What follows belongs to an exercise in optimizing a design on an open flow for small area; a production flow would make more cautious choices. Function was checked by simulation only, so behaviour that the tests miss may differ from the original.

MS:
==> flow/design.v <==
`default_nettype none
package tcpStreamPkg;
	typedef logic [7:0]  byteT;
	typedef logic [31:0] ipAddrT;
	typedef logic [15:0] portT;
	typedef logic [31:0] seqNumT;
	typedef logic [15:0] lenT;
	typedef enum logic [2:0] {
		stIdle,
		stMac,		 
		stEthHi,
		stEthLo,
		stIp,		 
		stTcp,		 
		stPayload
	} parseStateT;
endpackage
`default_nettype wire
`timescale 1ns/1ps
`default_nettype none
import tcpStreamPkg::*;
module frameParser (
	input  wire                  CLOCK,
	input  wire                  rst,
	input  wire                  newPkt,
	input  wire                  dataValid,
	input  wire tcpStreamPkg::byteT   data,
	input  wire tcpStreamPkg::ipAddrT srcIp,
	input  wire tcpStreamPkg::ipAddrT dstIp,
	input  wire tcpStreamPkg::portT   srcPort,
	input  wire tcpStreamPkg::portT   dstPort,
	output logic                 payValid,
	output logic                 payIdle,	 
	output tcpStreamPkg::byteT   payData,
	output logic                 payFirst,
	output logic                 segValid,	 
	output logic                 segIdle,	 
	output tcpStreamPkg::seqNumT segSeq,	 
	output logic                 segSyn,
	output tcpStreamPkg::lenT    segLen,
	output logic                 segMiss,	 
	input  wire tcpStreamPkg::seqNumT expSeq
);
	tcpStreamPkg::parseStateT state;
	logic [5:0] pos;		 
	logic [3:0] hdrWords;	 
	logic       firstFlag;
	tcpStreamPkg::lenT cnt;
	logic       take;
	logic       hdrEnd;
	logic       wordEnd;
	logic       lenLoad;
	logic       cmpOn;
	tcpStreamPkg::byteT   cmpByte;
	logic       cmpNe;
	tcpStreamPkg::lenT    cntIn;
	tcpStreamPkg::lenT    cntDec;
	assign take = dataValid && !newPkt;
	assign wordEnd = pos[1:0] == 2'b11;
	assign hdrEnd  = wordEnd && (pos[5:2] == hdrWords - 4'd1);
	assign cmpOn = (state == stIp && (pos[5:2] == 4'd3 || pos[5:2] == 4'd4)) ||
		(state == stTcp && pos[5:2] == 4'd0);
	logic [3:0]       grpSel;
	logic [3:0]       byteSel;
	logic [3:0][31:0] cmpWords;
	tcpStreamPkg::byteT cmpInner [4];
	assign grpSel[0] = state == stIp && pos[5:2] == 4'd3;
	assign grpSel[1] = state == stIp && pos[5:2] == 4'd4;
	assign grpSel[2] = state == stTcp && pos[5:2] == 4'd0;
	assign grpSel[3] = state == stTcp && pos[5:2] == 4'd1;
	assign cmpWords[0] = srcIp;
	assign cmpWords[1] = dstIp;
	assign cmpWords[2] = {srcPort, dstPort};
	assign cmpWords[3] = expSeq;
	always_comb begin
		for (int b = 0; b < 4; b++)
			byteSel[b] = pos[1:0] == 2'(b);
		cmpByte = '0;
		for (int g = 0; g < 4; g++) begin
			cmpInner[g] = '0;
			for (int b = 0; b < 4; b++)
				cmpInner[g] = cmpInner[g] | ({8{byteSel[b]}} & cmpWords[g][8*(3-b) +: 8]);
			cmpByte = cmpByte | ({8{grpSel[g]}} & cmpInner[g]);
		end
	end
	assign cmpNe = data != cmpByte;
	assign lenLoad = state == stIp && pos == 6'd3;
	assign cntIn   = lenLoad ? {cnt[15:8], data} : cnt;
	logic cntPay;
	logic cntBorrow;
	assign cntPay    = state == stPayload;
	assign cntBorrow = !cntPay || cntIn[1:0] == 2'd0;
	assign cntDec    = {cntIn[15:2] - {13'd0, cntBorrow}, cntIn[1:0] - {1'b0, cntPay}};
	always_ff @(posedge CLOCK) begin
		if (rst) begin
			state    <= stIdle;
			payValid <= 1'b0;
			payIdle  <= 1'b1;
			segValid <= 1'b0;
			segIdle  <= 1'b1;
		end else begin
			payValid <= 1'b0;
			payIdle  <= 1'b1;
			segValid <= 1'b0;
			segIdle  <= 1'b1;
			if (payValid) firstFlag <= 1'b0;	 
			if (newPkt) begin
				state <= stMac;
				pos   <= '0;
			end else if (dataValid) begin
				pos <= pos + 1'b1;
				case (state)
					stMac: begin
						if (pos == 6'd11) begin
							state <= stEthHi;
							pos   <= '0;
						end
					end
					stEthHi: begin
						pos <= '0;
						if (data == 8'h81) begin
							state <= stMac;	 
							pos   <= 6'd9;
						end else if (data == 8'h08)
							state <= stEthLo;
						else
							state <= stIdle;
					end
					stEthLo: begin
						pos   <= '0;
						state <= (data == 8'h00) ? stIp : stIdle;
					end
					stIp: begin
						if (hdrEnd) begin
							state <= stTcp;
							pos   <= '0;
						end
						if (pos == 6'd0 && data[3:0] < 4'd5)
							state <= stIdle;
						if (pos == 6'd9 && data != 8'd6)
							state <= stIdle;
						if (cmpOn && cmpNe)
							state <= stIdle;
					end
					stTcp: begin
						if (hdrEnd) begin
							segValid <= 1'b1;
							segIdle  <= 1'b0;
							if (cnt != 16'd4) begin	 
								state     <= stPayload;
								firstFlag <= 1'b1;
							end else
								state <= stIdle;
						end
						if (pos == 6'd12 && data[7:4] < 4'd5)
							state <= stIdle;
						if (cmpOn && cmpNe)
							state <= stIdle;
					end
					stPayload: begin
						payValid  <= 1'b1;
						payIdle   <= 1'b0;
						if (cnt == 16'd1) state <= stIdle;
					end
					default: ;
				endcase
			end
		end
	end
	always_ff @(posedge CLOCK) begin
		if (take) begin
			if (state == stIp && pos == 6'd0) hdrWords <= data[3:0];
			if (state == stTcp && pos == 6'd12) hdrWords <= data[7:4];
			if (state == stIp && pos == 6'd2) cnt[15:8] <= data;
			if (((state == stIp || state == stTcp) && wordEnd) || state == stPayload)
				cnt <= cntDec;
			if (state == stTcp && pos[5:2] == 4'd1) begin	 
				segSeq  <= {segSeq[23:0], data};
				segMiss <= (segMiss && pos[1:0] != 2'd0) || cmpNe;
			end
			if (state == stTcp && pos == 6'd13) segSyn <= data[1];
		end
		payData  <= data;
	end
	assign segLen   = cnt;
	assign payFirst = firstFlag;	 
endmodule
`default_nettype wire
`timescale 1ns/1ps
`default_nettype none
module payloadFifo (
	input  wire                CLOCK,
	input  wire                rst,
	input  wire                payValid,
	input  wire                payIdle,	 
	input  wire tcpStreamPkg::byteT payData,
	input  wire                payFirst,
	input  wire                outReady,
	output logic               outValid,
	output tcpStreamPkg::byteT outData,
	output logic               outFirst,
	output logic               dropped
);
	logic [63:0][8:0] mem;
	logic [6:0] wrPtr;
	logic [6:0] rdPtr;
	function automatic logic [6:0] nextPtr(input logic [6:0] p);
		logic fb;
		fb = p[5] ^ p[4] ^ (p[4:0] == 5'd0);
		nextPtr = {p[6] ^ (p[5:0] == 6'b100000), p[4:0], fb};
	endfunction
	logic sameSlot;
	logic full;
	logic doWrite;
	logic doRead;
	logic [63:0] wrSel;
	logic [8:0]  head;
	assign sameSlot = wrPtr[5:0] == rdPtr[5:0];
	assign full     = sameSlot && (wrPtr[6] != rdPtr[6]);
	assign outValid = !(sameSlot && (wrPtr[6] == rdPtr[6]));
	assign doWrite  = payValid && !full;
	assign doRead   = outValid && outReady;
	always_comb begin
		for (int i = 0; i < 64; i++) begin
			wrSel[i] = wrPtr[5:0] == 6'(i);
		end
	end
	logic [7:0] hiSel, loSel;
	logic [7:0][8:0] grp;
	always_comb begin
		for (int i = 0; i < 8; i++) begin
			hiSel[i] = rdPtr[5:3] == 3'(i);
			loSel[i] = rdPtr[2:0] == 3'(i);
		end
		for (int g = 0; g < 8; g++) begin
			grp[g] = '0;
			for (int j = 0; j < 8; j++)
				grp[g] = grp[g] | ({9{loSel[j]}} & mem[8*g+j]);
		end
		head = '0;
		for (int g = 0; g < 8; g++)
			head = head | ({9{hiSel[g]}} & grp[g]);
	end
	assign {outFirst, outData} = head;
	logic [63:0] rowWr;
	logic [63:0] rowKeep;
	always_comb begin
		for (int i = 0; i < 64; i++) begin
			rowWr[i]   = doWrite && wrSel[i];
			rowKeep[i] = payIdle || full || !wrSel[i];
		end
	end
	always_ff @(posedge CLOCK) begin
		for (int i = 0; i < 64; i++)
			mem[i] <= ({9{rowWr[i]}} & {payFirst, payData}) | ({9{rowKeep[i]}} & mem[i]);
	end
	always_ff @(posedge CLOCK) begin
		if (rst) begin
			wrPtr   <= '0;
			rdPtr   <= '0;
			dropped <= 1'b0;
		end else begin
			if (doWrite) wrPtr <= nextPtr(wrPtr);
			if (doRead)  rdPtr <= nextPtr(rdPtr);
			if (payValid && full)
				dropped <= 1'b1;
		end
	end
endmodule
`default_nettype wire
`timescale 1ns/1ps
`default_nettype none
module seqTracker (
	input  wire                 CLOCK,
	input  wire                 rst,
	input  wire                 segValid,
	input  wire                 segIdle,	 
	input  wire tcpStreamPkg::seqNumT segSeq,
	input  wire                 segSyn,
	input  wire tcpStreamPkg::lenT    segLen,
	input  wire                 segMiss,	 
	output tcpStreamPkg::seqNumT expSeq,	 
	output logic                gapped
);
	logic   synSeen;
	always_ff @(posedge CLOCK) begin
		expSeq <= ({32{segValid}} & (segSeq + (segSyn ? 32'd1 : {16'd0, segLen}))) |
			({32{segIdle}} & expSeq);
	end
	always_ff @(posedge CLOCK) begin
		if (rst) begin
			synSeen <= 1'b0;
			gapped  <= 1'b0;
		end else if (segValid) begin
			if (segSyn) begin
				synSeen <= 1'b1;
				gapped  <= 1'b0;
			end else begin
				gapped <= synSeen && segMiss;
			end
		end
	end
endmodule
`default_nettype wire
`timescale 1ns/1ps
`default_nettype none
module tcpStream #(
	parameter int fifoDepth = 64
) (
	input  wire                  CLOCK,
	input  wire                  rst,
	input  wire                  newPkt,
	input  wire                  dataValid,
	input  wire tcpStreamPkg::byteT   data,
	input  wire tcpStreamPkg::ipAddrT srcIp,
	input  wire tcpStreamPkg::portT   srcPort,
	input  wire tcpStreamPkg::ipAddrT dstIp,
	input  wire tcpStreamPkg::portT   dstPort,
	input  wire                  outReady,
	output logic                 outValid,
	output tcpStreamPkg::byteT   outData,
	output logic                 outFirst,
	output logic                 dropped,
	output logic                 gapped
);
	logic   payValid;
	logic   payIdle;
	tcpStreamPkg::byteT   payData;
	logic   payFirst;
	logic   segValid;
	logic   segIdle;
	tcpStreamPkg::seqNumT segSeq;
	logic   segSyn;
	tcpStreamPkg::lenT    segLen;
	logic   segMiss;
	tcpStreamPkg::seqNumT expSeq;
	frameParser frameParser_i (
		.CLOCK(CLOCK), .rst(rst),
		.newPkt(newPkt), .dataValid(dataValid), .data(data),
		.srcIp(srcIp), .dstIp(dstIp), .srcPort(srcPort), .dstPort(dstPort),
		.payValid(payValid), .payIdle(payIdle), .payData(payData), .payFirst(payFirst),
		.segValid(segValid), .segIdle(segIdle), .segSeq(segSeq), .segSyn(segSyn), .segLen(segLen),
		.segMiss(segMiss), .expSeq(expSeq)
	);
	payloadFifo payloadFifo_i (
		.CLOCK(CLOCK), .rst(rst),
		.payValid(payValid), .payIdle(payIdle), .payData(payData), .payFirst(payFirst),
		.outReady(outReady), .outValid(outValid), .outData(outData),
		.outFirst(outFirst), .dropped(dropped)
	);
	seqTracker seqTracker_i (
		.CLOCK(CLOCK), .rst(rst),
		.segValid(segValid), .segIdle(segIdle), .segSeq(segSeq), .segSyn(segSyn), .segLen(segLen),
		.segMiss(segMiss), .expSeq(expSeq), .gapped(gapped)
	);
endmodule
`default_nettype wire
clock: 6.0 ns
lec_check: 0
cap_margin: 10
core_margin: 2
core_utilization: 62
place_density: 0.75
slew_margin: 10
standard.sh (not shown) runs the stock make flow with config.mk's settings and CLKGATE_MAP_FILE= SYNTH_SCRIPT=/design/flow/synth_recipe.tcl, a recipe that flattens the netlist after the stock synthesis.
==> flow/flow/run.sh <==
#!/bin/bash
set -o pipefail
export BUFFER_PORTS_ARGS="-buffer_cell sky130_fd_sc_hd__buf_1"
export CTS_ARGS="-sink_clustering_enable -repair_clock_nets -dont_use_dummy_load -buf_list sky130_fd_sc_hd__clkbuf_4 -sink_clustering_size 10 -sink_clustering_max_diameter 40"
bash standard.sh > standard.log 2>&1
MS | stages: all done | timing, DRC, antenna: all pass
Input-level comparison between PW and MS:
diff --git a/flow/design.v b/flow/design.v
--- a/flow/design.v
+++ b/flow/design.v
@@ -35,5 +35,4 @@
 	output logic                 payFirst,
 	output logic                 segValid,	 
-	output logic                 segIdle,	 
 	output tcpStreamPkg::seqNumT segSeq,	 
 	output logic                 segSyn,
@@ -98,10 +97,8 @@
 			payIdle  <= 1'b1;
 			segValid <= 1'b0;
-			segIdle  <= 1'b1;
 		end else begin
 			payValid <= 1'b0;
 			payIdle  <= 1'b1;
 			segValid <= 1'b0;
-			segIdle  <= 1'b1;
 			if (payValid) firstFlag <= 1'b0;	 
 			if (newPkt) begin
@@ -146,5 +143,4 @@
 						if (hdrEnd) begin
 							segValid <= 1'b1;
-							segIdle  <= 1'b0;
 							if (cnt != 16'd4) begin	 
 								state     <= stPayload;
@@ -275,5 +271,4 @@
 	input  wire                 rst,
 	input  wire                 segValid,
-	input  wire                 segIdle,	 
 	input  wire tcpStreamPkg::seqNumT segSeq,
 	input  wire                 segSyn,
@@ -285,6 +280,6 @@
 	logic   synSeen;
 	always_ff @(posedge CLOCK) begin
-		expSeq <= ({32{segValid}} & (segSeq + (segSyn ? 32'd1 : {16'd0, segLen}))) |
-			({32{segIdle}} & expSeq);
+		if (segValid)
+			expSeq <= segSeq + (segSyn ? 32'd1 : {16'd0, segLen});
 	end
 	always_ff @(posedge CLOCK) begin
@@ -329,5 +324,4 @@
 	logic   payFirst;
 	logic   segValid;
-	logic   segIdle;
 	tcpStreamPkg::seqNumT segSeq;
 	logic   segSyn;
@@ -340,5 +334,5 @@
 		.srcIp(srcIp), .dstIp(dstIp), .srcPort(srcPort), .dstPort(dstPort),
 		.payValid(payValid), .payIdle(payIdle), .payData(payData), .payFirst(payFirst),
-		.segValid(segValid), .segIdle(segIdle), .segSeq(segSeq), .segSyn(segSyn), .segLen(segLen),
+		.segValid(segValid), .segSeq(segSeq), .segSyn(segSyn), .segLen(segLen),
 		.segMiss(segMiss), .expSeq(expSeq)
 	);
@@ -351,5 +345,5 @@
 	seqTracker seqTracker_i (
 		.CLOCK(CLOCK), .rst(rst),
-		.segValid(segValid), .segIdle(segIdle), .segSeq(segSeq), .segSyn(segSyn), .segLen(segLen),
+		.segValid(segValid), .segSeq(segSeq), .segSyn(segSyn), .segLen(segLen),
 		.segMiss(segMiss), .expSeq(expSeq), .gapped(gapped)
 	);
### Flow results
- The standard cell with the maximum stage delay on the critical path comes out and3b_2 in one run and and3_2 in the other, namely in PW and MS respectively.
- On unique cell type count in the Yosys netlist: between MS and PW, it ends up lower for MS.
- Changes observed in PW relative to MS: setup slack rose by 62 ps, minimum hold slack increased by 82 ps relative to the old numbers, first-iteration DRC count shows an increase of 418, cell area closely matched the old numbers.
- Wire length of the first global-routing pass for PW: 2.5% up relative to MS
- On critical path depth: PW sits below MS.
- The utilization of MS and that of PW are within noise of each other.

## separate check: timing with driven ports
In the flow no input, the clock included, has a driving cell. The finished layouts below were timed again as built, in two steps. Step 1 sets driving cells, clkbuf_16 on the clock port and buf_2 on the other inputs (assumed; they add their load-dependent delay and slew). Step 2 times the ports against the registers' clock, not the clock port: input delays grow and output delays shrink by t, the midpoint of the rising clock arrivals with the driver on. Three values: ideal, step 1, step 2; two values: the first two.
| run | shift t [ns] | slack for setup (ns) | worst hold slack (ns) | slew at the worst register clock pin (ns) |
|---|---|---|---|---|
| MS | 0.913 | 0.539 / 0.482 / 1.395 | 0.390 / 0.390 / 0.390 | 0.12 / 0.12 |
| PW | 0.910 | 0.601 / 0.546 / 1.457 | 0.473 / 0.473 / 0.473 | 0.12 / 0.12 |
After both steps setup and hold are still met in every run listed.
